What follows belongs to an exercise in optimizing a design on an open flow for small area and a short achievable clock period; a production flow would make more cautious choices. Only simulation tests tie the RTL to the original design; equivalence was not proved.

$ cat config.mk
export PLATFORM = sky130hd
export DESIGN_NAME = dct_row_top
export DESIGN_NICKNAME = dct_row_top
export VERILOG_FILES = /design/flow/design.v
export SDC_FILE = /design/flow/constraint.sdc
export NUM_CORES = 4
export LEC_CHECK = 0
export CAP_MARGIN = 20
export CORE_MARGIN = 2
export CORE_UTILIZATION = 60
export CTS_BUF_LIST = sky130_fd_sc_hd__clkbuf_4
export PLACE_DENSITY = 0.75
export SETUP_SLACK_MARGIN = 3.4
export SLEW_MARGIN = 20
$ cat constraint.sdc
create_clock -name core_clock -period 6.0 [get_ports {clk_i}]
set_input_delay 1.2000 -clock core_clock [delete_from_list [all_inputs] [get_ports {clk_i}]]
set_output_delay 1.2000 -clock core_clock [all_outputs]
set_load 0.01 [all_outputs]
$ cat design.v
`timescale 1ns/1ps
`default_nettype none
module dct_row_top (
  input  logic        clk_i,
  input  logic        rst_i,
  input  logic        px_valid_i,
  input  logic [7:0]  px_data_i,
  output logic        coef_valid_o,
  output logic [11:0] coef_data_o,
  output logic [2:0]  coef_index_o
);
logic [2:0] px_cnt;
logic [7:0] xs0, xs1, xs2, xs3, xs4, xs5, xs6;
logic [7:0] y0, y1, y2, y3, y4, y5, y6, y7;
logic       row_done;
assign row_done = px_valid_i & (&px_cnt);
always_ff @(posedge clk_i, posedge rst_i)
  if (rst_i) px_cnt <= 3'd0;
  else if (px_valid_i) px_cnt <= px_cnt + 3'd1;
always_ff @(posedge clk_i)
  if (px_valid_i) begin
    xs0 <= px_data_i; xs1 <= xs0; xs2 <= xs1; xs3 <= xs2; xs4 <= xs3; xs5 <= xs4; xs6 <= xs5;
  end
always_ff @(posedge clk_i)
  if (row_done) begin
    y0 <= xs6; y1 <= xs5; y2 <= xs4; y3 <= xs3; y4 <= xs2; y5 <= xs1; y6 <= xs0; y7 <= px_data_i;
  end
logic       busy;
logic [2:0] kc, kc_nx;
logic [3:0] n1, n2, n1_nx, n2_nx;
logic       odd;
assign kc_nx = row_done ? 3'd0 : kc + 3'd1;
always_comb begin
  case (kc_nx)
    3'd0: begin n1_nx = 4'b0000; n2_nx = 4'b0000; end
    3'd1: begin n1_nx = 4'b0000; n2_nx = 4'b1111; end
    3'd2: begin n1_nx = 4'b0000; n2_nx = 4'b0000; end
    3'd3: begin n1_nx = 4'b1110; n2_nx = 4'b0001; end
    3'd4: begin n1_nx = 4'b0000; n2_nx = 4'b0000; end
    3'd5: begin n1_nx = 4'b0010; n2_nx = 4'b1101; end
    3'd6: begin n1_nx = 4'b0000; n2_nx = 4'b0000; end
    3'd7: begin n1_nx = 4'b1010; n2_nx = 4'b0101; end
    default: begin n1_nx = 4'b0000; n2_nx = 4'b0000; end
  endcase
end
always_ff @(posedge clk_i, posedge rst_i)
  if (rst_i) begin busy <= 1'b0; kc <= 3'd0; end
  else if (row_done) begin busy <= 1'b1; kc <= 3'd0; end
  else if (busy) begin kc <= kc + 3'd1; if (&kc) busy <= 1'b0; end
always_ff @(posedge clk_i) begin
  n1 <= n1_nx; n2 <= n2_nx; odd <= kc_nx[0];
end
logic [8:0] u0, u1, u2, u3;
logic a0, a3, ca, b1, b2, cb;           
logic a0_nx, a3_nx, ca_nx, b1_nx, b2_nx, cb_nx;
logic oddu, o1, o3, o5, o7;    
logic ep_a, ep_b, eq_a, eq_b, er_a, er_b, es_a, es_b;
always_comb begin
  case (kc)
    3'd0: begin a0_nx = 1'b0; a3_nx = 1'b0; ca_nx = 1'b0; b1_nx = 1'b0; b2_nx = 1'b0; cb_nx = 1'b0; end
    3'd2: begin a0_nx = 1'b0; a3_nx = 1'b1; ca_nx = 1'b1; b1_nx = 1'b0; b2_nx = 1'b1; cb_nx = 1'b1; end
    3'd4: begin a0_nx = 1'b0; a3_nx = 1'b0; ca_nx = 1'b0; b1_nx = 1'b1; b2_nx = 1'b1; cb_nx = 1'b0; end
    3'd6: begin a0_nx = 1'b0; a3_nx = 1'b1; ca_nx = 1'b1; b1_nx = 1'b1; b2_nx = 1'b0; cb_nx = 1'b1; end
    default: begin a0_nx = 1'b0; a3_nx = 1'b0; ca_nx = 1'b0; b1_nx = 1'b0; b2_nx = 1'b0; cb_nx = 1'b0; end
  endcase
end
logic [2:0] ku;
logic       vu;
always_ff @(posedge clk_i) begin
  u0 <= 9'(y0 ^ {8{n1[0]}}) + 9'(y7 ^ {8{n2[0]}}) + 9'(odd);
  u1 <= 9'(y1 ^ {8{n1[1]}}) + 9'(y6 ^ {8{n2[1]}}) + 9'(odd);
  u2 <= 9'(y2 ^ {8{n1[2]}}) + 9'(y5 ^ {8{n2[2]}}) + 9'(odd);
  u3 <= 9'(y3 ^ {8{n1[3]}}) + 9'(y4 ^ {8{n2[3]}}) + 9'(odd);
  ku <= kc;
  a0 <= a0_nx; a3 <= a3_nx; ca <= ca_nx; b1 <= b1_nx; b2 <= b2_nx; cb <= cb_nx;
  oddu <= kc[0];
  ep_a <= (kc == 3'd0) | (kc == 3'd2) | (kc == 3'd4);
  ep_b <= (kc == 3'd6);
  eq_a <= (kc == 3'd6);
  eq_b <= (kc == 3'd0) | (kc == 3'd2) | (kc == 3'd4);
  er_a <= (kc == 3'd6);
  er_b <= (kc == 3'd2);
  es_a <= (kc == 3'd0) | (kc == 3'd2) | (kc == 3'd4);
  es_b <= (kc == 3'd6);
  o1 <= (kc == 3'd1); o3 <= (kc == 3'd3); o5 <= (kc == 3'd5); o7 <= (kc == 3'd7);
end
always_ff @(posedge clk_i, posedge rst_i)
  if (rst_i) vu <= 1'b0; else vu <= busy;
logic [9:0] al, be;
logic [9:0] vp;
logic [9:0] vq;
logic [9:0] vr;
logic [9:0] vs;
logic c_k0, c_k4, c_k26, c_odd;    
logic       vv;
assign al = 10'(u0 ^ {9{a0}}) + 10'(u3 ^ {9{a3}}) + 10'(ca);
assign be = 10'(u1 ^ {9{b1}}) + 10'(u2 ^ {9{b2}}) + 10'(cb);
logic [8:0] pm_p;
assign pm_p = ({9{o1}} & u0) | ({9{o3}} & u2) | ({9{o5}} & u1) | ({9{o7}} & u3);
logic [8:0] pm_q;
assign pm_q = ({9{o1}} & u1) | ({9{o3}} & u0) | ({9{o5}} & u3) | ({9{o7}} & u2);
logic [8:0] pm_r;
assign pm_r = ({9{o1}} & u2) | ({9{o3}} & u3) | ({9{o5}} & u0) | ({9{o7}} & u1);
logic [8:0] pm_s;
assign pm_s = ({9{o1}} & u3) | ({9{o3}} & u1) | ({9{o5}} & u2) | ({9{o7}} & u0);
always_ff @(posedge clk_i) begin
  vp <= ({10{oddu}} & {1'b0, pm_p}) | ({10{ep_a}} & al) | ({10{ep_b}} & be);
  vq <= ({10{oddu}} & {1'b0, pm_q}) | ({10{eq_a}} & al) | ({10{eq_b}} & be);
  vr <= ({10{oddu}} & {1'b0, pm_r}) | ({10{er_a}} & al) | ({10{er_b}} & be);
  vs <= ({10{oddu}} & {1'b0, pm_s}) | ({10{es_a}} & al) | ({10{es_b}} & be);
  c_k0 <= (ku == 3'd0); c_k4 <= (ku == 3'd4); c_k26 <= (ku == 3'd2) | (ku == 3'd6); c_odd <= ku[0];
end
always_ff @(posedge clk_i, posedge rst_i)
  if (rst_i) vv <= 1'b0; else vv <= vu;
logic row_p0_en;
logic row_p0_ng;
logic [9:0] row_p0;
assign row_p0 = ((vp & {10{row_p0_en}}) ^ {10{row_p0_ng}});
logic [9:0] row_p1;
assign row_p1 = ~vp;
logic row_p3_ng;
logic [9:0] row_p3;
assign row_p3 = (vp ^ {10{row_p3_ng}});
logic [9:0] row_p9;
assign row_p9 = vp;
logic row_q1_en;
logic [9:0] row_q1;
assign row_q1 = (vq & {10{row_q1_en}});
logic [9:0] row_q3;
assign row_q3 = vq;
logic row_q5_ng;
logic [9:0] row_q5;
assign row_q5 = (vq ^ {10{row_q5_ng}});
logic [9:0] row_q7;
assign row_q7 = ~vq;
logic row_q9_en;
logic [9:0] row_q9;
assign row_q9 = (vq & {10{row_q9_en}});
logic [9:0] row_r2;
assign row_r2 = ~vr;
logic [9:0] row_r5;
assign row_r5 = vr;
logic [9:0] row_r8;
assign row_r8 = vr;
logic [9:0] row_s2;
assign row_s2 = vs;
logic [9:0] row_s5;
assign row_s5 = ~vs;
logic row_s7_en;
logic row_s7_ng;
logic [9:0] row_s7;
assign row_s7 = ((vs & {10{row_s7_en}}) ^ {10{row_s7_ng}});
always_ff @(posedge clk_i) begin
  row_p0_en <= (ku == 3'd2) | (ku == 3'd6);
  row_p0_ng <= (ku == 3'd2) | (ku == 3'd6);
  row_p3_ng <= ~((ku == 3'd0) | (ku == 3'd4));
  row_q1_en <= ~((ku == 3'd2) | (ku == 3'd6));
  row_q5_ng <= (ku == 3'd0) | (ku == 3'd4);
  row_q9_en <= ~((ku == 3'd2) | (ku == 3'd6));
  row_s7_en <= ~((ku == 3'd2) | (ku == 3'd6));
  row_s7_ng <= (ku == 3'd0) | (ku == 3'd4);
end
logic [21:0] kconst;
assign kconst[0] = (c_k26);
assign kconst[1] = 1'b1;
assign kconst[2] = ~(c_k4);
assign kconst[3] = ~(c_k0);
assign kconst[4] = (c_k4);
assign kconst[5] = (c_k26 | c_odd);
assign kconst[6] = (c_k0);
assign kconst[7] = (c_k26 | c_odd);
assign kconst[8] = (c_k0);
assign kconst[9] = ~(c_k26);
assign kconst[10] = (c_k4 | c_k26);
assign kconst[11] = ~(c_k4);
assign kconst[12] = 1'b0;
assign kconst[13] = (c_k0 | c_odd);
assign kconst[14] = (c_k0 | c_k4);
assign kconst[15] = (c_k0);
assign kconst[16] = (c_k4);
assign kconst[17] = (c_k0);
assign kconst[18] = (c_k4);
assign kconst[19] = ~(c_k4);
assign kconst[20] = 1'b1;
assign kconst[21] = 1'b1;
wire cs1 = row_p1[7] ^ row_q3[5];
wire cc1 = row_p1[7] & row_q3[5];
wire cs2 = row_p1[8] ^ row_p9[0] ^ row_q3[6];
wire cc2 = (row_p1[8] & row_p9[0]) | (row_p1[8] & row_q3[6]) | (row_p9[0] & row_q3[6]);
wire cs3 = row_q7[2] ^ row_r2[7] ^ row_r5[4];
wire cc3 = (row_q7[2] & row_r2[7]) | (row_q7[2] & row_r5[4]) | (row_r2[7] & row_r5[4]);
wire cs4 = row_p1[9] ^ row_p9[1] ^ row_q3[7];
wire cc4 = (row_p1[9] & row_p9[1]) | (row_p1[9] & row_q3[7]) | (row_p9[1] & row_q3[7]);
wire cs5 = row_q7[3] ^ row_r2[8] ^ row_r5[5];
wire cc5 = (row_q7[3] & row_r2[8]) | (row_q7[3] & row_r5[5]) | (row_r2[8] & row_r5[5]);
wire cs6 = row_p9[2] ^ row_q3[8] ^ row_q7[4];
wire cc6 = (row_p9[2] & row_q3[8]) | (row_p9[2] & row_q7[4]) | (row_q3[8] & row_q7[4]);
wire cs7 = row_p1[4] ^ row_q3[2] ^ row_r2[3];
wire cc7 = (row_p1[4] & row_q3[2]) | (row_p1[4] & row_r2[3]) | (row_q3[2] & row_r2[3]);
wire cs8 = row_p1[5] ^ row_q3[3] ^ row_r2[4];
wire cc8 = (row_p1[5] & row_q3[3]) | (row_p1[5] & row_r2[4]) | (row_q3[3] & row_r2[4]);
wire cs9 = row_r5[1] ^ row_s2[4];
wire cc9 = row_r5[1] & row_s2[4];
wire cs10 = row_p1[6] ^ row_q3[4] ^ row_q7[0];
wire cc10 = (row_p1[6] & row_q3[4]) | (row_p1[6] & row_q7[0]) | (row_q3[4] & row_q7[0]);
wire cs11 = row_r2[5] ^ row_r5[2] ^ row_s2[5];
wire cc11 = (row_r2[5] & row_r5[2]) | (row_r2[5] & row_s2[5]) | (row_r5[2] & row_s2[5]);
wire cs12 = row_s5[2] ^ row_p0[7] ^ row_p3[4];
wire cc12 = (row_s5[2] & row_p0[7]) | (row_s5[2] & row_p3[4]) | (row_p0[7] & row_p3[4]);
wire cs13 = row_q7[1] ^ row_r2[6] ^ row_r5[3];
wire cc13 = (row_q7[1] & row_r2[6]) | (row_q7[1] & row_r5[3]) | (row_r2[6] & row_r5[3]);
wire cs14 = row_r8[0] ^ row_s2[6] ^ row_s5[3];
wire cc14 = (row_r8[0] & row_s2[6]) | (row_r8[0] & row_s5[3]) | (row_s2[6] & row_s5[3]);
wire cs15 = cs1 ^ row_p0[8] ^ row_p3[5];
wire cc15 = (cs1 & row_p0[8]) | (cs1 & row_p3[5]) | (row_p0[8] & row_p3[5]);
wire cs16 = row_q1[7] ^ row_q5[3];
wire cc16 = row_q1[7] & row_q5[3];
wire cs17 = row_r8[1] ^ row_s2[7] ^ row_s5[4];
wire cc17 = (row_r8[1] & row_s2[7]) | (row_r8[1] & row_s5[4]) | (row_s2[7] & row_s5[4]);
wire cs18 = cc1 ^ row_p0[9] ^ row_p3[6];
wire cc18 = (cc1 & row_p0[9]) | (cc1 & row_p3[6]) | (row_p0[9] & row_p3[6]);
wire cs19 = row_q1[8] ^ row_q5[4] ^ row_q9[0];
wire cc19 = (row_q1[8] & row_q5[4]) | (row_q1[8] & row_q9[0]) | (row_q5[4] & row_q9[0]);
wire cs20 = row_s7[2] ^ kconst[9] ^ cs2;
wire cc20 = (row_s7[2] & kconst[9]) | (row_s7[2] & cs2) | (kconst[9] & cs2);
wire cs21 = row_r8[2] ^ row_s2[8] ^ row_s5[5];
wire cc21 = (row_r8[2] & row_s2[8]) | (row_r8[2] & row_s5[5]) | (row_s2[8] & row_s5[5]);
wire cs22 = row_p3[7] ^ row_q1[9] ^ row_q5[5];
wire cc22 = (row_p3[7] & row_q1[9]) | (row_p3[7] & row_q5[5]) | (row_q1[9] & row_q5[5]);
wire cs23 = row_q9[1] ^ row_s7[3] ^ kconst[10];
wire cc23 = (row_q9[1] & row_s7[3]) | (row_q9[1] & kconst[10]) | (row_s7[3] & kconst[10]);
wire cs24 = cc2 ^ cc3 ^ cs4;
wire cc24 = (cc2 & cc3) | (cc2 & cs4) | (cc3 & cs4);
wire cs25 = row_r2[9] ^ row_r5[6] ^ row_r8[3];
wire cc25 = (row_r2[9] & row_r5[6]) | (row_r2[9] & row_r8[3]) | (row_r5[6] & row_r8[3]);
wire cs26 = row_s2[9] ^ row_s5[6] ^ row_p3[8];
wire cc26 = (row_s2[9] & row_s5[6]) | (row_s2[9] & row_p3[8]) | (row_s5[6] & row_p3[8]);
wire cs27 = row_q5[6] ^ row_q9[2] ^ row_s7[4];
wire cc27 = (row_q5[6] & row_q9[2]) | (row_q5[6] & row_s7[4]) | (row_q9[2] & row_s7[4]);
wire cs28 = kconst[11] ^ cc4 ^ cc5;
wire cc28 = (kconst[11] & cc4) | (kconst[11] & cc5) | (cc4 & cc5);
wire cs29 = row_p9[3] ^ row_q3[9] ^ row_q7[5];
wire cc29 = (row_p9[3] & row_q3[9]) | (row_p9[3] & row_q7[5]) | (row_q3[9] & row_q7[5]);
wire cs30 = row_r5[7] ^ row_r8[4] ^ row_s5[7];
wire cc30 = (row_r5[7] & row_r8[4]) | (row_r5[7] & row_s5[7]) | (row_r8[4] & row_s5[7]);
wire cs31 = row_p3[9] ^ row_q5[7] ^ row_q9[3];
wire cc31 = (row_p3[9] & row_q5[7]) | (row_p3[9] & row_q9[3]) | (row_q5[7] & row_q9[3]);
wire cs32 = row_p9[4] ^ row_q7[6] ^ row_r5[8];
wire cc32 = (row_p9[4] & row_q7[6]) | (row_p9[4] & row_r5[8]) | (row_q7[6] & row_r5[8]);
wire cs33 = row_r8[5] ^ row_s5[8];
wire cc33 = row_r8[5] & row_s5[8];
wire cs34 = row_p9[5] ^ row_q7[7] ^ row_r5[9];
wire cc34 = (row_p9[5] & row_q7[7]) | (row_p9[5] & row_r5[9]) | (row_q7[7] & row_r5[9]);
wire cs35 = row_p1[2] ^ row_q3[0] ^ row_r2[1];
wire cc35 = (row_p1[2] & row_q3[0]) | (row_p1[2] & row_r2[1]) | (row_q3[0] & row_r2[1]);
wire cs36 = row_p1[3] ^ row_q3[1] ^ row_r2[2];
wire cc36 = (row_p1[3] & row_q3[1]) | (row_p1[3] & row_r2[2]) | (row_q3[1] & row_r2[2]);
wire cs37 = row_s2[2] ^ row_p0[4];
wire cc37 = row_s2[2] & row_p0[4];
wire cs38 = row_r5[0] ^ row_s2[3] ^ row_s5[0];
wire cc38 = (row_r5[0] & row_s2[3]) | (row_r5[0] & row_s5[0]) | (row_s2[3] & row_s5[0]);
wire cs39 = row_p0[5] ^ row_p3[2] ^ row_q1[4];
wire cc39 = (row_p0[5] & row_p3[2]) | (row_p0[5] & row_q1[4]) | (row_p3[2] & row_q1[4]);
wire cs40 = row_q5[0] ^ kconst[5];
wire cc40 = row_q5[0] & kconst[5];
wire cs41 = row_s5[1] ^ cs9 ^ row_p0[6];
wire cc41 = (row_s5[1] & cs9) | (row_s5[1] & row_p0[6]) | (cs9 & row_p0[6]);
wire cs42 = row_p3[3] ^ row_q1[5] ^ row_q5[1];
wire cc42 = (row_p3[3] & row_q1[5]) | (row_p3[3] & row_q5[1]) | (row_q1[5] & row_q5[1]);
wire cs43 = kconst[6] ^ cc7 ^ cs8;
wire cc43 = (kconst[6] & cc7) | (kconst[6] & cs8) | (cc7 & cs8);
wire cs44 = cc9 ^ row_q1[6] ^ row_q5[2];
wire cc44 = (cc9 & row_q1[6]) | (cc9 & row_q5[2]) | (row_q1[6] & row_q5[2]);
wire cs45 = row_s7[0] ^ kconst[7] ^ cc8;
wire cc45 = (row_s7[0] & kconst[7]) | (row_s7[0] & cc8) | (kconst[7] & cc8);
wire cs46 = cs10 ^ cs11 ^ cs12;
wire cc46 = (cs10 & cs11) | (cs10 & cs12) | (cs11 & cs12);
wire cs47 = row_s7[1] ^ kconst[8] ^ cc10;
wire cc47 = (row_s7[1] & kconst[8]) | (row_s7[1] & cc10) | (kconst[8] & cc10);
wire cs48 = cc11 ^ cs13 ^ cs14;
wire cc48 = (cc11 & cs13) | (cc11 & cs14) | (cs13 & cs14);
wire cs49 = cs16 ^ cc12 ^ cs15;
wire cc49 = (cs16 & cc12) | (cs16 & cs15) | (cc12 & cs15);
wire cs50 = cc13 ^ cc14 ^ cs17;
wire cc50 = (cc13 & cc14) | (cc13 & cs17) | (cc14 & cs17);
wire cs51 = cs3 ^ cc16 ^ cc15;
wire cc51 = (cs3 & cc16) | (cs3 & cc15) | (cc16 & cc15);
wire cs52 = cs18 ^ cs19 ^ cs20;
wire cc52 = (cs18 & cs19) | (cs18 & cs20) | (cs19 & cs20);
wire cs53 = cc17 ^ cs21 ^ cs5;
wire cc53 = (cc17 & cs21) | (cc17 & cs5) | (cs21 & cs5);
wire cs54 = cc18 ^ cc19 ^ cs22;
wire cc54 = (cc18 & cc19) | (cc18 & cs22) | (cc19 & cs22);
wire cs55 = cs23 ^ cc20 ^ cs24;
wire cc55 = (cs23 & cc20) | (cs23 & cs24) | (cc20 & cs24);
wire cs56 = cc21 ^ cs25 ^ cs6;
wire cc56 = (cc21 & cs25) | (cc21 & cs6) | (cs25 & cs6);
wire cs57 = cc22 ^ cs26 ^ cs27;
wire cc57 = (cc22 & cs26) | (cc22 & cs27) | (cs26 & cs27);
wire cs58 = cc23 ^ cc24 ^ cs28;
wire cc58 = (cc23 & cc24) | (cc23 & cs28) | (cc24 & cs28);
wire cs59 = row_s7[5] ^ cc25 ^ cc6;
wire cc59 = (row_s7[5] & cc25) | (row_s7[5] & cc6) | (cc25 & cc6);
wire cs60 = cs29 ^ cs30 ^ cc26;
wire cc60 = (cs29 & cs30) | (cs29 & cc26) | (cs30 & cc26);
wire cs61 = cc27 ^ cs31 ^ cc28;
wire cc61 = (cc27 & cs31) | (cc27 & cc28) | (cs31 & cc28);
wire cs62 = cs33 ^ row_q5[8] ^ row_q9[4];
wire cc62 = (cs33 & row_q5[8]) | (cs33 & row_q9[4]) | (row_q5[8] & row_q9[4]);
wire cs63 = row_s7[6] ^ kconst[13] ^ cc29;
wire cc63 = (row_s7[6] & kconst[13]) | (row_s7[6] & cc29) | (kconst[13] & cc29);
wire cs64 = cc30 ^ cs32 ^ cc31;
wire cc64 = (cc30 & cs32) | (cc30 & cc31) | (cs32 & cc31);
wire cs65 = row_r8[6] ^ row_s5[9] ^ cc33;
wire cc65 = (row_r8[6] & row_s5[9]) | (row_r8[6] & cc33) | (row_s5[9] & cc33);
wire cs66 = row_q5[9] ^ row_q9[5] ^ row_s7[7];
wire cc66 = (row_q5[9] & row_q9[5]) | (row_q5[9] & row_s7[7]) | (row_q9[5] & row_s7[7]);
wire cs67 = kconst[14] ^ cc32 ^ cs34;
wire cc67 = (kconst[14] & cc32) | (kconst[14] & cs34) | (cc32 & cs34);
wire cs68 = row_p9[6] ^ row_q7[8] ^ row_r8[7];
wire cc68 = (row_p9[6] & row_q7[8]) | (row_p9[6] & row_r8[7]) | (row_q7[8] & row_r8[7]);
wire cs69 = row_q9[6] ^ row_s7[8] ^ kconst[15];
wire cc69 = (row_q9[6] & row_s7[8]) | (row_q9[6] & kconst[15]) | (row_s7[8] & kconst[15]);
wire cs70 = row_p9[7] ^ row_q7[9] ^ row_r8[8];
wire cc70 = (row_p9[7] & row_q7[9]) | (row_p9[7] & row_r8[8]) | (row_q7[9] & row_r8[8]);
wire cs71 = row_p1[1] ^ row_r2[0] ^ row_s2[0];
wire cc71 = (row_p1[1] & row_r2[0]) | (row_p1[1] & row_s2[0]) | (row_r2[0] & row_s2[0]);
wire cs72 = row_s2[1] ^ row_p0[3] ^ row_p3[0];
wire cc72 = (row_s2[1] & row_p0[3]) | (row_s2[1] & row_p3[0]) | (row_p0[3] & row_p3[0]);
wire cs73 = row_q1[2] ^ kconst[3];
wire cc73 = row_q1[2] & kconst[3];
wire cs74 = row_p3[1] ^ row_q1[3] ^ kconst[4];
wire cc74 = (row_p3[1] & row_q1[3]) | (row_p3[1] & kconst[4]) | (row_q1[3] & kconst[4]);
wire cs75 = cc35 ^ cs36 ^ cs37;
wire cc75 = (cc35 & cs36) | (cc35 & cs37) | (cs36 & cs37);
wire cs76 = cc36 ^ cs38 ^ cs7;
wire cc76 = (cc36 & cs38) | (cc36 & cs7) | (cs38 & cs7);
wire cs77 = cc37 ^ cs40 ^ cs39;
wire cc77 = (cc37 & cs40) | (cc37 & cs39) | (cs40 & cs39);
wire cs78 = cc38 ^ cc40 ^ cc39;
wire cc78 = (cc38 & cc40) | (cc38 & cc39) | (cc40 & cc39);
wire cs79 = cs41 ^ cs42 ^ cs43;
wire cc79 = (cs41 & cs42) | (cs41 & cs43) | (cs42 & cs43);
wire cs80 = cc41 ^ cc42 ^ cs44;
wire cc80 = (cc41 & cc42) | (cc41 & cs44) | (cc42 & cs44);
wire cs81 = cc43 ^ cs45 ^ cs46;
wire cc81 = (cc43 & cs45) | (cc43 & cs46) | (cs45 & cs46);
wire cs82 = cc44 ^ cc45 ^ cs47;
wire cc82 = (cc44 & cc45) | (cc44 & cs47) | (cc45 & cs47);
wire cs83 = cs48 ^ cc46 ^ cs49;
wire cc83 = (cs48 & cc46) | (cs48 & cs49) | (cc46 & cs49);
wire cs84 = cc47 ^ cc48 ^ cs50;
wire cc84 = (cc47 & cc48) | (cc47 & cs50) | (cc48 & cs50);
wire cs85 = cc49 ^ cs51 ^ cs52;
wire cc85 = (cc49 & cs51) | (cc49 & cs52) | (cs51 & cs52);
wire cs86 = cc50 ^ cs53 ^ cc51;
wire cc86 = (cc50 & cs53) | (cc50 & cc51) | (cs53 & cc51);
wire cs87 = cs54 ^ cc52 ^ cs55;
wire cc87 = (cs54 & cc52) | (cs54 & cs55) | (cc52 & cs55);
wire cs88 = cc53 ^ cs56 ^ cc54;
wire cc88 = (cc53 & cs56) | (cc53 & cc54) | (cs56 & cc54);
wire cs89 = cs57 ^ cc55 ^ cs58;
wire cc89 = (cs57 & cc55) | (cs57 & cs58) | (cc55 & cs58);
wire cs90 = cc56 ^ cs59 ^ cc57;
wire cc90 = (cc56 & cs59) | (cc56 & cc57) | (cs59 & cc57);
wire cs91 = cs60 ^ cc58 ^ cs61;
wire cc91 = (cs60 & cc58) | (cs60 & cs61) | (cc58 & cs61);
wire cs92 = cs62 ^ cc59 ^ cs63;
wire cc92 = (cs62 & cc59) | (cs62 & cs63) | (cc59 & cs63);
wire cs93 = cc60 ^ cs64 ^ cc61;
wire cc93 = (cc60 & cs64) | (cc60 & cc61) | (cs64 & cc61);
wire cs94 = cs65 ^ cc62 ^ cs66;
wire cc94 = (cs65 & cc62) | (cs65 & cs66) | (cc62 & cs66);
wire cs95 = cc63 ^ cs67 ^ cc64;
wire cc95 = (cc63 & cs67) | (cc63 & cc64) | (cs67 & cc64);
wire cs96 = cc34 ^ cs68 ^ cc65;
wire cc96 = (cc34 & cs68) | (cc34 & cc65) | (cs68 & cc65);
wire cs97 = cc66 ^ cs69 ^ cc67;
wire cc97 = (cc66 & cs69) | (cc66 & cc67) | (cs69 & cc67);
wire cs98 = row_q9[7] ^ row_s7[9] ^ kconst[16];
wire cc98 = (row_q9[7] & row_s7[9]) | (row_q9[7] & kconst[16]) | (row_s7[9] & kconst[16]);
wire cs99 = cc68 ^ cs70 ^ cc69;
wire cc99 = (cc68 & cs70) | (cc68 & cc69) | (cs70 & cc69);
wire cs100 = row_p9[8] ^ row_r8[9] ^ row_q9[8];
wire cc100 = (row_p9[8] & row_r8[9]) | (row_p9[8] & row_q9[8]) | (row_r8[9] & row_q9[8]);
wire cs101 = kconst[17] ^ cc70;
wire cc101 = kconst[17] & cc70;
wire cs102 = row_p9[9] ^ row_q9[9];
wire cc102 = row_p9[9] & row_q9[9];
logic cq_0_0;
always_ff @(posedge clk_i) cq_0_0 <= row_p0[0];
logic cq_0_1;
always_ff @(posedge clk_i) cq_0_1 <= kconst[0];
logic cq_1_1;
always_ff @(posedge clk_i) cq_1_1 <= row_p1[0];
logic cq_1_2;
always_ff @(posedge clk_i) cq_1_2 <= row_p0[1];
logic cq_1_3;
always_ff @(posedge clk_i) cq_1_3 <= row_q1[0];
logic cq_2_0;
always_ff @(posedge clk_i) cq_2_0 <= cs71;
logic cq_2_1;
always_ff @(posedge clk_i) cq_2_1 <= row_p0[2];
logic cq_2_2;
always_ff @(posedge clk_i) cq_2_2 <= row_q1[1];
logic cq_2_3;
always_ff @(posedge clk_i) cq_2_3 <= kconst[2];
logic cq_3_0;
always_ff @(posedge clk_i) cq_3_0 <= cc71;
logic cq_3_1;
always_ff @(posedge clk_i) cq_3_1 <= cs72;
logic cq_3_2;
always_ff @(posedge clk_i) cq_3_2 <= cs73;
logic cq_3_3;
always_ff @(posedge clk_i) cq_3_3 <= cs35;
logic cq_4_0;
always_ff @(posedge clk_i) cq_4_0 <= cc72;
logic cq_4_1;
always_ff @(posedge clk_i) cq_4_1 <= cc73;
logic cq_4_2;
always_ff @(posedge clk_i) cq_4_2 <= cs74;
logic cq_4_3;
always_ff @(posedge clk_i) cq_4_3 <= cs75;
logic cq_5_0;
always_ff @(posedge clk_i) cq_5_0 <= cc74;
logic cq_5_1;
always_ff @(posedge clk_i) cq_5_1 <= cc75;
logic cq_5_2;
always_ff @(posedge clk_i) cq_5_2 <= cs76;
logic cq_5_3;
always_ff @(posedge clk_i) cq_5_3 <= cs77;
logic cq_6_0;
always_ff @(posedge clk_i) cq_6_0 <= cc76;
logic cq_6_1;
always_ff @(posedge clk_i) cq_6_1 <= cc77;
logic cq_6_2;
always_ff @(posedge clk_i) cq_6_2 <= cs78;
logic cq_6_3;
always_ff @(posedge clk_i) cq_6_3 <= cs79;
logic cq_7_0;
always_ff @(posedge clk_i) cq_7_0 <= cc78;
logic cq_7_1;
always_ff @(posedge clk_i) cq_7_1 <= cc79;
logic cq_7_2;
always_ff @(posedge clk_i) cq_7_2 <= cs80;
logic cq_7_3;
always_ff @(posedge clk_i) cq_7_3 <= cs81;
logic cq_8_0;
always_ff @(posedge clk_i) cq_8_0 <= cc80;
logic cq_8_1;
always_ff @(posedge clk_i) cq_8_1 <= cc81;
logic cq_8_2;
always_ff @(posedge clk_i) cq_8_2 <= cs82;
logic cq_8_3;
always_ff @(posedge clk_i) cq_8_3 <= cs83;
logic cq_9_0;
always_ff @(posedge clk_i) cq_9_0 <= cc82;
logic cq_9_1;
always_ff @(posedge clk_i) cq_9_1 <= cc83;
logic cq_9_2;
always_ff @(posedge clk_i) cq_9_2 <= cs84;
logic cq_9_3;
always_ff @(posedge clk_i) cq_9_3 <= cs85;
logic cq_10_0;
always_ff @(posedge clk_i) cq_10_0 <= cc84;
logic cq_10_1;
always_ff @(posedge clk_i) cq_10_1 <= cc85;
logic cq_10_2;
always_ff @(posedge clk_i) cq_10_2 <= cs86;
logic cq_10_3;
always_ff @(posedge clk_i) cq_10_3 <= cs87;
logic cq_11_0;
always_ff @(posedge clk_i) cq_11_0 <= cc86;
logic cq_11_1;
always_ff @(posedge clk_i) cq_11_1 <= cc87;
logic cq_11_2;
always_ff @(posedge clk_i) cq_11_2 <= cs88;
logic cq_11_3;
always_ff @(posedge clk_i) cq_11_3 <= cs89;
logic cq_12_0;
always_ff @(posedge clk_i) cq_12_0 <= cc88;
logic cq_12_1;
always_ff @(posedge clk_i) cq_12_1 <= cc89;
logic cq_12_2;
always_ff @(posedge clk_i) cq_12_2 <= cs90;
logic cq_12_3;
always_ff @(posedge clk_i) cq_12_3 <= cs91;
logic cq_13_0;
always_ff @(posedge clk_i) cq_13_0 <= cc90;
logic cq_13_1;
always_ff @(posedge clk_i) cq_13_1 <= cc91;
logic cq_13_2;
always_ff @(posedge clk_i) cq_13_2 <= cs92;
logic cq_13_3;
always_ff @(posedge clk_i) cq_13_3 <= cs93;
logic cq_14_0;
always_ff @(posedge clk_i) cq_14_0 <= cc92;
logic cq_14_1;
always_ff @(posedge clk_i) cq_14_1 <= cc93;
logic cq_14_2;
always_ff @(posedge clk_i) cq_14_2 <= cs94;
logic cq_14_3;
always_ff @(posedge clk_i) cq_14_3 <= cs95;
logic cq_15_0;
always_ff @(posedge clk_i) cq_15_0 <= cc94;
logic cq_15_1;
always_ff @(posedge clk_i) cq_15_1 <= cc95;
logic cq_15_2;
always_ff @(posedge clk_i) cq_15_2 <= cs96;
logic cq_15_3;
always_ff @(posedge clk_i) cq_15_3 <= cs97;
logic cq_16_0;
always_ff @(posedge clk_i) cq_16_0 <= cc96;
logic cq_16_1;
always_ff @(posedge clk_i) cq_16_1 <= cc97;
logic cq_16_2;
always_ff @(posedge clk_i) cq_16_2 <= cs98;
logic cq_16_3;
always_ff @(posedge clk_i) cq_16_3 <= cs99;
logic cq_17_0;
always_ff @(posedge clk_i) cq_17_0 <= cc98;
logic cq_17_1;
always_ff @(posedge clk_i) cq_17_1 <= cc99;
logic cq_17_2;
always_ff @(posedge clk_i) cq_17_2 <= cs100;
logic cq_17_3;
always_ff @(posedge clk_i) cq_17_3 <= cs101;
logic cq_18_0;
always_ff @(posedge clk_i) cq_18_0 <= cc100;
logic cq_18_1;
always_ff @(posedge clk_i) cq_18_1 <= cc101;
logic cq_18_2;
always_ff @(posedge clk_i) cq_18_2 <= cs102;
logic cq_18_3;
always_ff @(posedge clk_i) cq_18_3 <= kconst[18];
logic cq_19_0;
always_ff @(posedge clk_i) cq_19_0 <= cc102;
logic cq_19_1;
always_ff @(posedge clk_i) cq_19_1 <= kconst[19];
logic vc;
always_ff @(posedge clk_i, posedge rst_i)
  if (rst_i) vc <= 1'b0; else vc <= vv;
wire cs103 = 1'b1 ^ cq_1_1;
wire cc103 = 1'b1 & cq_1_1;
wire cs104 = cq_2_0 ^ cq_2_1 ^ cq_2_2;
wire cc104 = (cq_2_0 & cq_2_1) | (cq_2_0 & cq_2_2) | (cq_2_1 & cq_2_2);
wire cs105 = cq_3_0 ^ cq_3_1 ^ cq_3_2;
wire cc105 = (cq_3_0 & cq_3_1) | (cq_3_0 & cq_3_2) | (cq_3_1 & cq_3_2);
wire cs106 = cq_4_0 ^ cq_4_1 ^ cq_4_2;
wire cc106 = (cq_4_0 & cq_4_1) | (cq_4_0 & cq_4_2) | (cq_4_1 & cq_4_2);
wire cs107 = cq_5_0 ^ cq_5_1 ^ cq_5_2;
wire cc107 = (cq_5_0 & cq_5_1) | (cq_5_0 & cq_5_2) | (cq_5_1 & cq_5_2);
wire cs108 = cq_6_0 ^ cq_6_1 ^ cq_6_2;
wire cc108 = (cq_6_0 & cq_6_1) | (cq_6_0 & cq_6_2) | (cq_6_1 & cq_6_2);
wire cs109 = cq_7_0 ^ cq_7_1 ^ cq_7_2;
wire cc109 = (cq_7_0 & cq_7_1) | (cq_7_0 & cq_7_2) | (cq_7_1 & cq_7_2);
wire cs110 = cq_8_0 ^ cq_8_1 ^ cq_8_2;
wire cc110 = (cq_8_0 & cq_8_1) | (cq_8_0 & cq_8_2) | (cq_8_1 & cq_8_2);
wire cs111 = cq_9_0 ^ cq_9_1 ^ cq_9_2;
wire cc111 = (cq_9_0 & cq_9_1) | (cq_9_0 & cq_9_2) | (cq_9_1 & cq_9_2);
wire cs112 = cq_10_0 ^ cq_10_1 ^ cq_10_2;
wire cc112 = (cq_10_0 & cq_10_1) | (cq_10_0 & cq_10_2) | (cq_10_1 & cq_10_2);
wire cs113 = cq_11_0 ^ cq_11_1 ^ cq_11_2;
wire cc113 = (cq_11_0 & cq_11_1) | (cq_11_0 & cq_11_2) | (cq_11_1 & cq_11_2);
wire cs114 = cq_12_0 ^ cq_12_1 ^ cq_12_2;
wire cc114 = (cq_12_0 & cq_12_1) | (cq_12_0 & cq_12_2) | (cq_12_1 & cq_12_2);
wire cs115 = cq_13_0 ^ cq_13_1 ^ cq_13_2;
wire cc115 = (cq_13_0 & cq_13_1) | (cq_13_0 & cq_13_2) | (cq_13_1 & cq_13_2);
wire cs116 = cq_14_0 ^ cq_14_1 ^ cq_14_2;
wire cc116 = (cq_14_0 & cq_14_1) | (cq_14_0 & cq_14_2) | (cq_14_1 & cq_14_2);
wire cs117 = cq_15_0 ^ cq_15_1 ^ cq_15_2;
wire cc117 = (cq_15_0 & cq_15_1) | (cq_15_0 & cq_15_2) | (cq_15_1 & cq_15_2);
wire cs118 = cq_16_0 ^ cq_16_1 ^ cq_16_2;
wire cc118 = (cq_16_0 & cq_16_1) | (cq_16_0 & cq_16_2) | (cq_16_1 & cq_16_2);
wire cs119 = cq_17_0 ^ cq_17_1 ^ cq_17_2;
wire cc119 = (cq_17_0 & cq_17_1) | (cq_17_0 & cq_17_2) | (cq_17_1 & cq_17_2);
wire cs120 = cq_18_0 ^ cq_18_1 ^ cq_18_2;
wire cc120 = (cq_18_0 & cq_18_1) | (cq_18_0 & cq_18_2) | (cq_18_1 & cq_18_2);
wire cs121 = cq_1_2 ^ cq_1_3;
wire cc121 = cq_1_2 & cq_1_3;
wire cs122 = cq_2_3 ^ cc103 ^ cs104;
wire cc122 = (cq_2_3 & cc103) | (cq_2_3 & cs104) | (cc103 & cs104);
wire cs123 = cq_3_3 ^ cc104 ^ cs105;
wire cc123 = (cq_3_3 & cc104) | (cq_3_3 & cs105) | (cc104 & cs105);
wire cs124 = cq_4_3 ^ cc105 ^ cs106;
wire cc124 = (cq_4_3 & cc105) | (cq_4_3 & cs106) | (cc105 & cs106);
wire cs125 = cq_5_3 ^ cc106 ^ cs107;
wire cc125 = (cq_5_3 & cc106) | (cq_5_3 & cs107) | (cc106 & cs107);
wire cs126 = cq_6_3 ^ cc107 ^ cs108;
wire cc126 = (cq_6_3 & cc107) | (cq_6_3 & cs108) | (cc107 & cs108);
wire cs127 = cq_7_3 ^ cc108 ^ cs109;
wire cc127 = (cq_7_3 & cc108) | (cq_7_3 & cs109) | (cc108 & cs109);
wire cs128 = cq_8_3 ^ cc109 ^ cs110;
wire cc128 = (cq_8_3 & cc109) | (cq_8_3 & cs110) | (cc109 & cs110);
wire cs129 = cq_9_3 ^ cc110 ^ cs111;
wire cc129 = (cq_9_3 & cc110) | (cq_9_3 & cs111) | (cc110 & cs111);
wire cs130 = cq_10_3 ^ cc111 ^ cs112;
wire cc130 = (cq_10_3 & cc111) | (cq_10_3 & cs112) | (cc111 & cs112);
wire cs131 = cq_11_3 ^ cc112 ^ cs113;
wire cc131 = (cq_11_3 & cc112) | (cq_11_3 & cs113) | (cc112 & cs113);
wire cs132 = cq_12_3 ^ cc113 ^ cs114;
wire cc132 = (cq_12_3 & cc113) | (cq_12_3 & cs114) | (cc113 & cs114);
wire cs133 = cq_13_3 ^ cc114 ^ cs115;
wire cc133 = (cq_13_3 & cc114) | (cq_13_3 & cs115) | (cc114 & cs115);
wire cs134 = cq_14_3 ^ cc115 ^ cs116;
wire cc134 = (cq_14_3 & cc115) | (cq_14_3 & cs116) | (cc115 & cs116);
wire cs135 = cq_15_3 ^ cc116 ^ cs117;
wire cc135 = (cq_15_3 & cc116) | (cq_15_3 & cs117) | (cc116 & cs117);
wire cs136 = cq_16_3 ^ cc117 ^ cs118;
wire cc136 = (cq_16_3 & cc117) | (cq_16_3 & cs118) | (cc117 & cs118);
wire cs137 = cq_17_3 ^ cc118 ^ cs119;
wire cc137 = (cq_17_3 & cc118) | (cq_17_3 & cs119) | (cc118 & cs119);
wire cs138 = cq_18_3 ^ cc119 ^ cs120;
wire cc138 = (cq_18_3 & cc119) | (cq_18_3 & cs120) | (cc119 & cs120);
wire cs139 = cq_19_0 ^ cq_19_1 ^ cc120;
wire cc139 = (cq_19_0 & cq_19_1) | (cq_19_0 & cc120) | (cq_19_1 & cc120);
logic [10:0] lowsum;
assign lowsum = {1'b0, cc128, cc127, cc126, cc125, cc124, cc123, cc122, cc121, cs121, cq_0_0} + {1'b0, cs129, cs128, cs127, cs126, cs125, cs124, cs123, cs122, cs103, cq_0_1};
logic cr_lowc;
always_ff @(posedge clk_i) cr_lowc <= lowsum[10];
logic cr_10_0;
always_ff @(posedge clk_i) cr_10_0 <= cc129;
logic cr_10_1;
always_ff @(posedge clk_i) cr_10_1 <= cs130;
logic cr_11_0;
always_ff @(posedge clk_i) cr_11_0 <= cc130;
logic cr_11_1;
always_ff @(posedge clk_i) cr_11_1 <= cs131;
logic cr_12_0;
always_ff @(posedge clk_i) cr_12_0 <= cc131;
logic cr_12_1;
always_ff @(posedge clk_i) cr_12_1 <= cs132;
logic cr_13_0;
always_ff @(posedge clk_i) cr_13_0 <= cc132;
logic cr_13_1;
always_ff @(posedge clk_i) cr_13_1 <= cs133;
logic cr_14_0;
always_ff @(posedge clk_i) cr_14_0 <= cc133;
logic cr_14_1;
always_ff @(posedge clk_i) cr_14_1 <= cs134;
logic cr_15_0;
always_ff @(posedge clk_i) cr_15_0 <= cc134;
logic cr_15_1;
always_ff @(posedge clk_i) cr_15_1 <= cs135;
logic cr_16_0;
always_ff @(posedge clk_i) cr_16_0 <= cc135;
logic cr_16_1;
always_ff @(posedge clk_i) cr_16_1 <= cs136;
logic cr_17_0;
always_ff @(posedge clk_i) cr_17_0 <= cc136;
logic cr_17_1;
always_ff @(posedge clk_i) cr_17_1 <= cs137;
logic cr_18_0;
always_ff @(posedge clk_i) cr_18_0 <= cc137;
logic cr_18_1;
always_ff @(posedge clk_i) cr_18_1 <= cs138;
logic cr_19_0;
always_ff @(posedge clk_i) cr_19_0 <= cc138;
logic cr_19_1;
always_ff @(posedge clk_i) cr_19_1 <= cs139;
logic cr_20_0;
always_ff @(posedge clk_i) cr_20_0 <= cc139;
logic vc2;
always_ff @(posedge clk_i, posedge rst_i)
  if (rst_i) vc2 <= 1'b0; else vc2 <= vc;
logic [21:0] fa, fb, fsum;
assign fa = {1'b1, cr_20_0, cr_19_0, cr_18_0, cr_17_0, cr_16_0, cr_15_0, cr_14_0, cr_13_0, cr_12_0, cr_11_0, cr_10_0, 1'b0, 1'b0, 1'b0, 1'b0, 1'b0, 1'b0, 1'b0, 1'b0, 1'b0, 1'b0};
assign fb = {1'b0, 1'b1, cr_19_1, cr_18_1, cr_17_1, cr_16_1, cr_15_1, cr_14_1, cr_13_1, cr_12_1, cr_11_1, cr_10_1, 1'b0, 1'b0, 1'b0, 1'b0, 1'b0, 1'b0, 1'b0, 1'b0, 1'b0, 1'b0};
logic [12:0] fhi;
assign fhi = {fa[21:10], 1'b1} + {fb[21:10], cr_lowc};
assign fsum = {fhi[12:1], 10'd0};
always_ff @(posedge clk_i) coef_data_o <= fsum[21:10];
always_ff @(posedge clk_i, posedge rst_i)
  if (rst_i) coef_valid_o <= 1'b0; else coef_valid_o <= vc2;
always_ff @(posedge clk_i, posedge rst_i)
  if (rst_i) coef_index_o <= 3'd0; else if (coef_valid_o) coef_index_o <= coef_index_o + 3'd1;
endmodule
`default_nettype wire
$ cat flow/run.sh
#!/bin/bash
# Standard ORFS layout with one extra step between synthesis and floorplan:
# flow/pol.py re-chooses the polarity of every full adder (a full adder is self-dual)
# so that Yosys' extract_fa leaves fewer inverters. Registers are not touched.
set -euo pipefail
R=$PWD/orfs/results/$FLOW_PLATFORM/dct_row_top/base
bash standard.sh "$R/1_2_yosys.v" > synth.log 2>&1
cp "$R/1_2_yosys.v" "$PWD/1_2_yosys.before_pol.v"
python3 flow/pol.py "$PWD/1_2_yosys.before_pol.v" "$R/1_2_yosys.v" > pol.log 2>&1
bash standard.sh finish > layout.log 2>&1
$ cat flow/pol.py
#!/usr/bin/env python3
"""Full-adder polarity optimisation of a Yosys netlist (sky130hd cells).

A full adder is self-dual: FA(~a, ~b, ~c) = (~sum, ~cout). Yosys' extract_fa leaves many
inverters between full adders; this pass chooses, for each sky130_fd_sc_hd__fa_* cell, whether
it computes the true or the complemented function, so that as few inverters as possible are
needed, then rebuilds the inverters. The logic function of every register input and output port
is unchanged; no register is touched.

usage: pol.py IN.v OUT.v
"""
import re, sys, collections, random

OUT_PINS = {'X', 'Y', 'Q', 'Q_N', 'SUM', 'COUT', 'HI', 'LO'}

def main(src, dst):
    text = open(src).read()
    m = re.search(r'^\s*module\s+(\S+)\s*\((.*?)\);', text, re.M | re.S)
    head_end = m.end()
    end = text.rindex('endmodule')
    body = text[head_end:end]
    # split body into statements
    inst_re = re.compile(r'^(\s*)(sky130_fd_sc_hd__\w+)\s+(\S+)\s*\((.*?)\);\s*$', re.M | re.S)
    pin_re = re.compile(r'\.(\w+)\(\s*(.*?)\s*\)\s*(?:,|$)', re.S)
    cells = []
    decls = []
    pos = 0
    others = []
    for mm in inst_re.finditer(body):
        others.append(body[pos:mm.start()])
        pos = mm.end()
        typ, name, pins = mm.group(2), mm.group(3), mm.group(4)
        pl = []
        for pm in pin_re.finditer(pins.strip()):
            pl.append([pm.group(1), pm.group(2).strip()])
        cells.append({'type': typ, 'name': name, 'pins': pl})
    tail = body[pos:]
    # ports
    ports_out = set()
    for mm in re.finditer(r'^\s*output\s+(\[(\d+):(\d+)\]\s*)?(\S+?)\s*;', text, re.M):
        if mm.group(1):
            hi, lo = int(mm.group(2)), int(mm.group(3))
            for i in range(min(hi, lo), max(hi, lo) + 1):
                ports_out.add('%s[%d]' % (mm.group(4), i))
        else:
            ports_out.add(mm.group(4))
    assigns = re.findall(r'^\s*assign\s+(.*?)\s*=\s*(.*?)\s*;', body, re.M)
    assert not assigns, 'assign statements not handled: %r' % assigns[:3]

    def isinv(c):
        return re.fullmatch(r'sky130_fd_sc_hd__(clk)?inv_\d+', c['type']) is not None
    def isfa(c):
        return re.fullmatch(r'sky130_fd_sc_hd__fa_\d+', c['type']) is not None
    def isxor(c):
        return re.fullmatch(r'sky130_fd_sc_hd__x(n)?or[23]_\d+', c['type']) is not None

    driver = {}
    for ci, c in enumerate(cells):
        for p, n in c['pins']:
            if p in OUT_PINS:
                driver[n] = (ci, p)
    invin = {}
    for ci, c in enumerate(cells):
        if isinv(c):
            d = dict(c['pins'])
            invin[d['Y']] = d['A']
    def resolve(n):
        par = 0
        seen = 0
        while n in invin:
            n = invin[n]; par ^= 1; seen += 1
            assert seen < 100
        return n, par
    keep_inv = set()
    for ci, c in enumerate(cells):
        if isinv(c) and dict(c['pins'])['Y'] in ports_out:
            keep_inv.add(ci)
    fa_ids = [ci for ci, c in enumerate(cells) if isfa(c)]
    fa_of_base = {}
    for ci in fa_ids:
        for p, n in cells[ci]['pins']:
            if p in ('SUM', 'COUT'):
                fa_of_base[n] = ci
    # consumers: (cell index or None for port, pin index, base, parity)
    cons = collections.defaultdict(list)   # base -> list of (ci, pinidx, par)
    for ci, c in enumerate(cells):
        if isinv(c) and ci not in keep_inv:
            continue
        for k, (p, n) in enumerate(c['pins']):
            if p in OUT_PINS:
                continue
            b, par = resolve(n)
            cons[b].append((ci, k, par))
    xor_ids = [ci for ci, c in enumerate(cells) if isxor(c)]
    xor_of_base = {}
    for ci in xor_ids:
        for p, n in cells[ci]['pins']:
            if p in OUT_PINS:
                xor_of_base[n] = ci
    pol = {ci: 0 for ci in fa_ids}
    xpol = {ci: 0 for ci in xor_ids}
    def pdrv(b):
        ci = fa_of_base.get(b)
        if ci is not None: return pol[ci]
        ci = xor_of_base.get(b)
        if ci is not None: return xpol[ci]
        return 0
    def need(ci, par):
        return par ^ (pol[ci] if ci in pol else 0)
    def cost_base(b):
        pd = pdrv(b)
        return 1 if any(ci not in xpol and need(ci, par) != pd for ci, k, par in cons.get(b, [])) else 0
    # bases touched by each FA
    touch = collections.defaultdict(set)
    for ci in fa_ids:
        for p, n in cells[ci]['pins']:
            if p in ('SUM', 'COUT'):
                touch[ci].add(n)
            else:
                touch[ci].add(resolve(n)[0])
    for ci in xor_ids:
        for p, n in cells[ci]['pins']:
            if p in OUT_PINS:
                touch[ci].add(n)
    allbases = set(cons.keys())
    before = sum(1 for ci, c in enumerate(cells) if isinv(c))
    start = sum(cost_base(b) for b in allbases)
    rnd = random.Random(1)
    improved = True
    it = 0
    while improved and it < 50:
        improved = False
        it += 1
        order = fa_ids + xor_ids
        rnd.shuffle(order)
        for ci in order:
            t = touch[ci]
            d = pol if ci in pol else xpol
            c0 = sum(cost_base(b) for b in t)
            d[ci] ^= 1
            c1 = sum(cost_base(b) for b in t)
            if c1 < c0:
                improved = True
            elif c1 > c0 or rnd.random() < 0.5:
                d[ci] ^= 1
    final = sum(cost_base(b) for b in allbases)
    # rebuild
    newinv = {}
    out_cells = []
    nid = [0]
    newwires = []
    def invnet(b):
        if b not in newinv:
            nid[0] += 1
            w = 'pol_n%d' % nid[0]
            newwires.append(w)
            newinv[b] = w
        return newinv[b]
    for ci, c in enumerate(cells):
        if isinv(c) and ci not in keep_inv:
            continue
        if ci in xpol:
            # inputs straight from the base nets; the cell type absorbs every inversion
            t = 1 if 'xnor' in c['type'] else 0
            t ^= xpol[ci]
            pins = []
            outn = None
            for p, n in c['pins']:
                if p in OUT_PINS:
                    outn = n; continue
                b, par = resolve(n)
                t ^= par ^ pdrv(b)
                pins.append((p, b))
            m = re.fullmatch(r'sky130_fd_sc_hd__x(n)?or([23])_(\d+)', c['type'])
            typ = 'sky130_fd_sc_hd__%s%s_%s' % ('xnor' if t else 'xor', m.group(2), m.group(3))
            pins.append(('Y' if t else 'X', outn))
            out_cells.append((typ, c['name'], pins))
            continue
        pins = []
        for p, n in c['pins']:
            if p in OUT_PINS:
                pins.append((p, n)); continue
            b, par = resolve(n)
            q = need(ci, par)
            if q == pdrv(b):
                pins.append((p, b))
            else:
                pins.append((p, invnet(b)))
        out_cells.append((c['type'], c['name'], pins))
    for b, w in newinv.items():
        nid[0] += 1
        out_cells.append(('sky130_fd_sc_hd__inv_1', 'pol_inv%d' % nid[0], [('A', b), ('Y', w)]))
    lines = [text[:head_end]]
    lines.append(''.join(others[:1]))
    for w in newwires:
        lines.append('  wire %s;\n' % w)
    for typ, name, pins in out_cells:
        lines.append('  %s %s (\n%s\n  );\n' % (typ, name, ',\n'.join('    .%s(%s)' % (p, n + ' ' if n.startswith('\\') else n) for p, n in pins)))
    lines.append(tail)
    lines.append(text[end:])
    open(dst, 'w').write(''.join(lines))
    flipped = sum(pol.values()) + sum(xpol.values())
    sys.stderr.write('pol: inverters %d -> %d (needed before opt %d), %d of %d full adders flipped\n'
                     % (before, final + len(keep_inv), start, flipped, len(fa_ids)))

if __name__ == '__main__':
    main(sys.argv[1], sys.argv[2])
$ cat standard.sh
#!/bin/bash
# synth_recipe.tcl (not shown) runs the flow's synth.tcl, then flattens the netlist and writes it again
# the make line also repeats each setting of config.mk as NAME=value (left out here)
make -C /OpenROAD-flow-scripts/flow DESIGN_CONFIG=/design/flow/config.mk WORK_HOME=/design/flow/orfs CLKGATE_MAP_FILE= SYNTH_SCRIPT=/design/flow/synth_recipe.tcl "${@:-finish}"
==> run summary, run 1 <==
* Cell count after synthesis at 1270
* Post-DR vias/cell at 5.436
* First-pass GRT wire length at 49300 um
* Hpwl dp at 23030 um
* Die ar. at 28830 um2
* Dpl cell area at 17060 um2
* Number of synthesis warnings at 1
* ANT nets after route at 0
* # rows at 60
* Initial drt markers at 424
* Pin count of the biggest net entering global routing at 60
* Hold Path Depth at 0
* Slowest-stage cell, CP: fa_1
* Vias in the first global route at 9959
* Worst path max stage delay at 0.51 ns
* Commonest non-fill, non-tap cell in the layout: dfxtp_1
* RD Place Congestion at 0.9599
* CP max FO at 3
* Chip height at 169.8 um
* Post-route cell area at 18280 um2
* Drt first pass iters at 5
* Area of the multi-input gates at 7888 um2
* Commonest cells after routing, fill and taps aside: dfxtp_1, fa_1, clkbuf_4
* Num Clock Sinks at 345
* Syn_nets at 1503
* Slew Limit Fails at 0
* Critical path class: register to register
* Hold path start: vc2
* Root buffer cell: clkbuf_4
* Unrepaired setup endpoints after global routing: yes
* Later-pin clock latency in the skew report at 0.71 ns
* FILL cells at 1963
* Worst path buffer plus inverter count at 2
* Post-layout min period at 2.546 ns
* Reg2reg start: vp[1]
* Area of the core at 26950 um2
* Synth Cell Area at 16490 um2
* FF-to-FF End: cq_10_3
* Worst-Margin Slew at 0.8440 ns
* I/O pin count at 27
* Critical path arrival at 3.10 ns
* Syn Area/Cell at 12.99 um2
* Slew HR at 0.4366
* Clock buffer count from CTS at 85
* Worst-path clk slew at 0.06 ns
* Storage cell area at 8242 um2
* Via count at 9513
* Port Buffers at 26
* Routed wire per std cell at 17.46 um
* Worst setup SP type: register
* Worst reg-to-reg setup slack at 3.45 ns
* Hold endpoint: coef_valid_o
* Top cell by count, worst path: fa_1
* Initial antenna violation count at 1
* Kind of end point of the critical path: register
* Final setup fails at 0
* Final net count at 1585
* Clock Skew at 0.04160 ns
* CTS tree: done
* Status: complete, no violations
* Worst path cell trace: inv_2 -> fa_1 -> fa_1 -> inv_1 -> fa_1 -> fa_1
* Crit share post-route at 0.4243
* Top cell family by delay on the critical path: adder cells
* H-tree levels at 3
* Maximum clock path buffer count at 3
* DRC violations left at 0
* Layout cells sized above 1 at 0.1485
* R2R depth at 6
* Initial Utilization at 0.6120
* Total GRT Usage at 0.2228
* Grt total ovfl at 0
* Total of max-cap violations at 0
* Worst EP required at 6.56 ns
* Hold_buf cts at 0
* Post-Route WL at 30560 um
* Overall die width at 169.8 um
* Setup TNS at 0 ns
* Area delta synth->final at 10.80%
* Hold WC Path Type: register to register
* Max Freq at 0.3928 GHz
* Final Hold Violating Endpoints at 0
## what timing repair did
item | CTS | global route
buffers inserted | 5 | 3
setup endpoints to repair | 50 | 19
pin swaps | 1 | 11
gates resized for setup | 48 | 24
## per-layer routing
metal,vias to the layer above,GRT usage,wire [um]
li1,4571,-,-
met1,4634,0.2582,12390
met2,238,0.3949,15800
met3,70,0.04128,1211
met4,0,0.1163,1166
met5,-,0,0
## worst reg2reg max path: cells and delay by family (launching register included)
| family | cells | cell delay, ns |
|---|---|---|
| fa+ha+maj | 4 | 1.90 |
| flops | 1 | 0.37 |
| buf+inv | 2 | 0.12 |
## state kept, by name, summed over array words and instances (netlist names), 9 cells and up
name and count:
vs 9, u3 9, coef_data_o 12, u2 9, vp 10, vq 10, vr 10, u1 9
u0 9
## worst max-delay path by stage
stage | to | start | slack (ns) | depth (start not counted)
after detailed placement | y1[2] | px_valid_i | 3.03 | 3
final | cq_10_3 | vp[1] | 3.45 | 6
after floorplan | vp[8] | b2 | 3.42 | 11
after CTS | cr_lowc | cq_5_0 | 3.40 | 7
after global placement | y1[2] | px_valid_i | 3.07 | 3
after global routing | vs[8] | u2[0] | 3.36 | 10
## area by class of cell
class / count / share of cell area
Sequential cell: 345 / 0.4509
Timing Repair Buffer: 41 / 0.01903
Clock inverter: 10 / 0.002944
Inverter: 86 / 0.01766
Tap cell: 341 / 0.02334
Antenna cell: 2 / 0.0002738
Clock buffer: 132 / 0.05422
Multi-Input combinational cell: 793 / 0.4316
## stage by stage
stage | instances | hold slack [ns] | util | setup WS, ns
after floorplan | 1270 | 0.3312 | - | 3.421
after CTS | 1745 | 0.3447 | 0.6745 | 3.403
after global placement | 1598 | 0.3338 | 0.6331 | 3.072
final | 1750 | 0.3434 | 0.6781 | 3.454
after detailed placement | 1598 | 0.3355 | 0.6331 | 3.026
after global routing | 1750 | 0.3522 | 0.6781 | 3.365
==> inputs of run 2 (changes only) <==
--- a/config.mk
+++ b/config.mk
@@ -7,8 +7,7 @@
 export LEC_CHECK = 0
 export CAP_MARGIN = 20
 export CORE_MARGIN = 2
-export CORE_UTILIZATION = 60
+export CORE_UTILIZATION = 40
 export CTS_BUF_LIST = sky130_fd_sc_hd__clkbuf_4
-export PLACE_DENSITY = 0.75
 export SETUP_SLACK_MARGIN = 3.4
 export SLEW_MARGIN = 20
==> run 2 against run 1 <==
Net effect: non-clock buffer count up 2; first-iteration DRC count up 41%; hold slack better by 0.0049 ns; clock skew up 0.0056 ns; final cell count up 12%; die area up 49%; via count down 0.32%; critical path type unchanged.
==> run summary, run 2 <==
* Worst path max stage delay at 0.52 ns (was 0.51 ns)
* First-pass GRT wire length at 52320 um (was 49300 um)
* DRC violations left at 0 (unchanged)
* Final Hold Violating Endpoints at 0 (unchanged)
* Drt first pass iters at 4 (was 5)
* Via count at 9483 (was 9513)
* Setup TNS at 0 ns (unchanged)
* Post-layout min period at 2.522 ns (was 2.546 ns)
* Hold WC Path Type: register to register (unchanged)
* Area delta synth->final at 13.21% (was 10.80%)
* Worst path cell trace: inv_1 -> fa_1 -> fa_1 -> fa_1 -> inv_1 -> fa_1 (was inv_2 -> fa_1 -> fa_1 -> inv_1 -> fa_1 -> fa_1)
* Worst setup path start: vq[6] (was vp[1])
* Number of synthesis warnings at 1 (unchanged)
* Reg2reg start: vq[6] (was vp[1])
* Dpl cell area at 17300 um2 (was 17060 um2)
* I/O pin count at 27 (unchanged)
* Final setup fails at 0 (unchanged)
* Vias in the first global route at 10032 (was 9959)
* Slowest-stage cell, CP: fa_1 (unchanged)
* Die ar. at 42880 um2 (was 28830 um2)
* Clock buffer count from CTS at 90 (was 85)
* Later-pin clock latency in the skew report at 0.77 ns (was 0.71 ns)
* Maximum clock path buffer count at 3 (unchanged)
* Chip height at 207.1 um (was 169.8 um)
* Initial drt markers at 598 (was 424)
* Commonest non-fill, non-tap cell in the layout: dfxtp_1 (unchanged)
* Port Buffers at 26 (unchanged)
* Syn_nets at 1503 (unchanged)
* Unrepaired setup endpoints after global routing: yes (unchanged)
* Worst-path clk slew at 0.06 ns (about the same)
* Worst setup SP type: register (unchanged)
* Critical path arrival at 3.14 ns (was 3.10 ns)
* Initial Utilization at 0.4049 (was 0.6120)
* Clock Skew at 0.04715 ns (was 0.04160 ns)
* Post-route cell area at 18670 um2 (was 18280 um2)
* Total of max-cap violations at 0 (unchanged)
* # rows at 74 (was 60)
* Initial antenna violation count at 1 (unchanged)
* Root buffer cell: clkbuf_4 (unchanged)
* Most flops, register: coef_data_o (unchanged)
* Routed wire per std cell at 16.52 um (was 17.46 um)
* Total GRT Usage at 0.1549 (was 0.2228)
* Syn Area/Cell at 12.99 um2 (unchanged)
* Post-Route WL at 32330 um (was 30560 um)
* Fin Hold WS at 0.3482 ns (was 0.3434 ns)
* Pin count of the biggest net entering global routing at 60 (unchanged)
* Status: complete, no violations (unchanged)
* Largest register FFs at 12 (unchanged)
* Dpl cells at 1789 (was 1598)
* Critical path class: register to register (unchanged)
* Final net count at 1592 (was 1585)
* CP max FO at 3 (unchanged)
* Fin cells at 1957 (was 1750)
* Post-DR vias/cell at 4.846 (was 5.436)
* Slew Limit Fails at 0 (unchanged)
* Synth Cell Area at 16490 um2 (unchanged)
* Crit share post-route at 0.4204 (was 0.4243)
* RD Place Congestion at 0.8734 (was 0.9599)
* Max Freq at 0.3965 GHz (was 0.3928 GHz)
* Grt total ovfl at 0 (unchanged)
* Layout cells sized above 1 at 0.1503 (was 0.1485)
* Hold path start: vc2 (unchanged)
* Kind of end point of the critical path: register (unchanged)
* Worst-Margin Slew at 0.8455 ns (was 0.8440 ns)
* Commonest cells after routing, fill and taps aside: dfxtp_1, fa_1, clkbuf_4 (unchanged)
* Top cell by count, worst path: fa_1 (unchanged)
* Num Clock Sinks at 345 (unchanged)
* ANT nets after route at 0 (unchanged)
* Worst EP required at 6.61 ns (was 6.56 ns)
* Hpwl dp at 24370 um (was 23030 um)
* Post-layout util at 0.4584 (was 0.6781)
* Area of the core at 40740 um2 (was 26950 um2)
* Overall die width at 207.1 um (was 169.8 um)
* Cell count after synthesis at 1270 (unchanged)
* H-tree levels at 3 (unchanged)
* Slew HR at 0.4356 (was 0.4366)
* CTS tree: done (unchanged)
[run 2: changes by cell type in the layout (fill, tap and decap cells not counted), moves of 4 or more]
cell / delta
clkinv_1: +17
dlygate4sd2_1: -11
clkbuf_4: -10
clkdlybuf4s15_1: +8
clkinv_2: +7
bufinv_16: +4
dfxtp_4: -4
[run 2: final timing paths]
check                               endpoint  depth (start not counted)  slack, ns
worst max-delay path                  cq_9_3                          6       3.48
worst min register to register  coef_valid_o                          0       0.35
worst max register to register        cq_9_3                          6       3.48
min in group asynchronous              kc[0]                          2       0.78
max in group asynchronous          px_cnt[2]                          2       4.85
worst min-delay path            coef_valid_o                          0       0.35
[run 2: through the flow]
stage                     setup slack (ns)
after floorplan                      3.421
after global placement               3.078
after detailed placement             3.028
after CTS                            3.266
after global routing                 3.372
final                                3.478
[run 2: final cells by class]
type                    instances  area [um2]
diodes                          1       2.502
repair buffers                 43       361.6
flip-flops and latches        345        8230
multi-input cells             793        7924
well taps                     532       665.6
inverters                      86       322.8
clock inverters                35       250.2
clock buffers                 122       915.9
fillers                      3766       22070
[run 2: worst max-delay path: cells and delay by family (launching register included)]
kind / cells / cell delay, ns
buffers and inverters: 2 / 0.17
adder cells (fa/ha/maj): 4 / 1.85
flip-flops: 1 / 0.36
[run 2: repair_timing]
item / 4_1_cts / 5_1_grt
setup endpoints to repair: 50 / 21
gates resized for setup: 60 / 29
pin swaps: 1 / 11
hold buffers: 0 / 0
setup buffers: 7 / 3
[run 2: layer usage]
layer / global-route usage / vias up / share of wire
li1: - / 4618 / -
met1: 0.1877 / 4618 / 0.43
met2: 0.2611 / 179 / 0.50
met3: 0.03002 / 68 / 0.033
met4: 0.08276 / 0 / 0.037
met5: 0 / - / 0

[port drivers added, routing unchanged]
How much do the figures lean on ideal ports? The routed layouts below were timed once more, with nothing changed but the port constraints.
Step 1: set_driving_cell puts a clkbuf_16 on clk_i and a buf_2 on each other input, an assumption about the parent block.
Step 2 moves the port delays by t, midway between the first and last clock arrival at a register: inputs arrive t later, outputs are due t later. That takes back most of the time a late clock gives input paths.
Three values: ideal, step 1, step 2; two values: the first two.
run	shift t [ns]	slack for setup (ns)	hold WS [ns]	worst setup path after step 2	worst data-port slew with drivers (ns)
run 1	0.732	3.454 / 3.440 / 3.405	0.343 / 0.343 / 0.343	input to register	0.03
run 2	0.786	3.478 / 3.461 / 3.379	0.348 / 0.348 / 0.348	input to register	0.04
After both steps setup and hold are still met in every run listed. The setup slack of run 2, which loses most, moves by -0.017 ns with the drivers and by -0.099 ns with both steps.
